Context: an optimization exercise on an open-source flow, tuned for a short achievable clock period, few clock cycles per item and low power. The choices shown serve that exercise and are no tape-out recipe. At most, simulation tests tie the RTL to the original design; equivalence was not proved. Power is estimated from default activity; no workload was simulated.

Setup of alpha:
## fmul_pipe
module fmul_pipe
#(
    parameter int EXP   = 8,
    parameter int FRAC  = 23,
    parameter int WIDTH = EXP + FRAC + 1
) (
    input  logic              clk,
    input  logic              rst,
    input  logic              in_valid,
    output logic              in_ready,
    input  logic [WIDTH-1:0]  a,
    input  logic [WIDTH-1:0]  b,
    input  logic [1:0]        round_mode,
    output logic              out_valid,
    input  logic              out_ready,
    output logic [WIDTH-1:0]  r,
    output logic [NFLAGS-1:0] flags
);
For scale: roughly 3,500 cells after synthesis, ~110 I/O pins.
clock: 8.0 ns
lec_check: 0
cap_margin: 20
core_margin: 2
core_utilization: 40
setup_slack_margin: 4.5
slew_margin: 20
run.sh (not shown) runs the stock make flow with config.mk's settings and CLKGATE_MAP_FILE= SYNTH_SCRIPT=/design/flow/synth_recipe.tcl, a recipe that flattens the netlist after the stock synthesis.
Both conditions hold for alpha: the flow ran to the end and the final layout passed the timing, DRC and antenna checks.
The inputs of beta differ from those of alpha as listed below.
--- a/flow/design.v
+++ b/flow/design.v
@@ -153,44 +153,48 @@
         lzb = 5'd0;
         for (int k = 0; k < 24; k++) begin
             if (ma[k]) lza = 5'(23 - k);
             if (mb[k]) lzb = 5'(23 - k);
         end
     end
     logic w_rne, w_dirup;
     assign w_rne   = (round_mode == 2'd0);
     assign w_dirup = (round_mode == 2'd3 & ~(a[31] ^ b[31])) | (round_mode == 2'd2 & (a[31] ^ b[31]));
     logic [23:0] nma, nmb;
     assign nma = ma << lza;
     assign nmb = mb << lzb;
-    logic [9:0] w_e0;
-    assign w_e0 = w_esum - 10'(lza) - 10'(lzb);
     logic v0;
     always_ff @(posedge clk or posedge rst)
         if (rst) v0 <= 1'b0;
         else v0 <= acc;
+    logic [9:0] esum_B;
+    always_ff @(posedge clk) esum_B <= w_esum;
+    logic [4:0] lza_B;
+    always_ff @(posedge clk) lza_B <= lza;
+    logic [4:0] lzb_B;
+    always_ff @(posedge clk) lzb_B <= lzb;
     logic sgn_B;
     always_ff @(posedge clk) sgn_B <= a[31] ^ b[31];
     logic rne_B;
     always_ff @(posedge clk) rne_B <= w_rne;
     logic dirup_B;
     always_ff @(posedge clk) dirup_B <= w_dirup;
     logic spec_B;
     always_ff @(posedge clk) spec_B <= w_spec;
     logic nan_B;
     always_ff @(posedge clk) nan_B <= w_nan;
     logic inf_B;
     always_ff @(posedge clk) inf_B <= w_inf;
     logic [9:0] e0_B;
-    always_ff @(posedge clk) e0_B <= w_e0;
+    assign e0_B = esum_B - 10'(lza_B) - 10'(lzb_B);
     logic [22:0] xa_B;
     always_ff @(posedge clk) xa_B <= nma[22:0];
     logic [22:0] xb_B;
     always_ff @(posedge clk) xb_B <= nmb[22:0];
     logic t1, t2;
     assign t1 = (xa_B[0] & xb_B[19]) ^ (xa_B[1] & xb_B[18]);
     assign t2 = (xa_B[0] & xb_B[19]) & (xa_B[1] & xb_B[18]);
     logic t3, t4;
     assign t3 = (xa_B[0] & xb_B[20]) ^ (xa_B[1] & xb_B[19]) ^ (xa_B[2] & xb_B[18]);
     assign t4 = ((xa_B[0] & xb_B[20]) & (xa_B[1] & xb_B[19])) | ((xa_B[0] & xb_B[20]) & (xa_B[2] & xb_B[18])) | ((xa_B[1] & xb_B[19]) & (xa_B[2] & xb_B[18]));
     logic t5, t6;
     assign t5 = (xa_B[3] & xb_B[17]) ^ (xa_B[4] & xb_B[16]);
Results
- Against alpha, number of clock buffers in the layout in beta fell by a few percent.
- Going from alpha to beta, post-place instance area shrank slightly.
- Taking alpha as the reference, in beta design area shrank by 3.3%, post-placement cell count grew by 0.45%, post-CTS resize count shrank by 154.
- When the final numbers for beta and alpha were put side by side, the global routing met1 resource utilization turned out to be smaller in beta.
- Summary of beta over alpha: combinational power went down; ratio of total power to cell area went up.
Function was not checked in any run of this note: the RTL went through the layout flow alone.

--- another note on this design; it stands on its own ---

harbor:
## fmul_pipe
module fmul_pipe
#(
    parameter int EXP   = 8,
    parameter int FRAC  = 23,
    parameter int WIDTH = EXP + FRAC + 1
) (
    input  logic              clk,
    input  logic              rst,
    input  logic              in_valid,
    output logic              in_ready,
    input  logic [WIDTH-1:0]  a,
    input  logic [WIDTH-1:0]  b,
    input  logic [1:0]        round_mode,
    output logic              out_valid,
    input  logic              out_ready,
    output logic [WIDTH-1:0]  r,
    output logic [NFLAGS-1:0] flags
);
Size: ~460 flip-flops, about 110 I/O pins, roughly 35000 µm² of cells after synthesis.
clock: 8.0 ns
lec_check: 0
cap_margin: 20
core_margin: 2
core_utilization: 40
cts_cluster_diameter: 150
cts_cluster_size: 20
setup_slack_margin: 4.5
slew_margin: 20
run.sh (not shown) runs the stock make flow with config.mk's settings and CLKGATE_MAP_FILE= SYNTH_SCRIPT=/design/flow/synth_recipe.tcl, a recipe that flattens the netlist after the stock synthesis.
Testbench counts of harbor, summed over its fixed seeds: cycles 32,032, items 32,000.
diff inputs: harbor => garnet
- swapping 4.5 for 4.3 in SETUP_SLACK_MARGIN
- putting GPL_ROUTABILITY_DRIVEN at 0 where nothing was set
--- outcome ---
Compared garnet vs harbor, and multi-input combinational area share is up in garnet. Post-synthesis to final-layout area growth ends up lower on garnet. Cell area was higher in harbor than in garnet. There was hardly any difference in number of placed cells counting well taps between harbor and garnet. Between garnet and harbor, final layout net count is lower for garnet, harbor comes in above that.
Relative to garnet, the following input files were edited for amber:
- GPL_ROUTABILITY_DRIVEN removed (was 0)
- TNS_END_PERCENT newly set to 40
--- outcome ---
- For area taken by flip-flops and latches, amber and garnet come out practically identical.
- amber against garnet; number of nets in the final layout is down slightly.
- Register fraction of the total cell area: amber vs garnet up 0.29 points
- Going from garnet to amber, the slew at the pin closest to its max-slew limit was found to have gone up by 0.087 ns.
- In the flow results for amber and garnet, the finished layout cell area is smaller on amber.
What zinc does differently from amber at the input level:
- TNS_END_PERCENT: 40 -> unset
- CTS_CLUSTER_SIZE: 20 -> 25
==> run notes <==
Cmp amber and zinc / clock network fraction of total power / lower: zinc. amber → zinc: layout buffering overhead excluding clock cells increased 0.54 points, wire length after detailed routing increased 1.2%, total power decreased 0.59%, internal power component decreased about 1.2%, routed length per instance increased 0.14 µm. Re area of all placed cells without fillers: amber was lower than zinc. zinc ended with more fraction of final layout cells with drive strength greater than 1 than amber. Post-route met1 wirelength: zinc vs amber up 0.37%. Re post-layout minimum cycle time: amber was lower than zinc. Worst-margin pin slew on zinc is down relative to amber.

-- separate check: timing with driven ports --
The flow's constraints put no driver on any port. The routed layouts listed below were extracted and timed again, unchanged, in two steps. Step 1 sets driving cells, clkbuf_16 on the clock port and buf_2 on the other inputs (assumed; they add their load-dependent delay and slew). Step 2 moves the port delays by t, midway between the first and last clock arrival at a register: inputs arrive t later, outputs are due t later. That takes back most of the time a late clock gives input paths. a / b / c = no drivers / after step 1 / after step 2; a / b = the first two.
| run | t, ns | setup WS [ns] | hold slack, ns | worst data-port slew with drivers (ns) |
|---|---|---|---|---|
| alpha | 0.649 | 3.110 / 3.131 / 2.483 | 0.327 / 0.327 / 0.327 | 0.07 |
| beta | 0.633 | 3.605 / 3.605 / 3.549 | 0.331 / 0.331 / 0.331 | 0.06 |
| harbor | 0.678 | 4.306 / 4.306 / 3.858 | 0.330 / 0.330 / 0.330 | 0.06 |
| garnet | 0.669 | 4.317 / 4.360 / 3.696 | 0.331 / 0.331 / 0.331 | 0.04 |
| amber | 0.674 | 4.276 / 4.276 / 3.728 | 0.334 / 0.334 / 0.334 | 0.05 |
| zinc | 0.663 | 4.235 / 4.235 / 3.682 | 0.334 / 0.334 / 0.334 | 0.05 |
After both steps setup and hold are still met in every run listed. The setup slack of alpha, which loses most, moves by +0.021 ns with the drivers and by -0.627 ns with both steps.
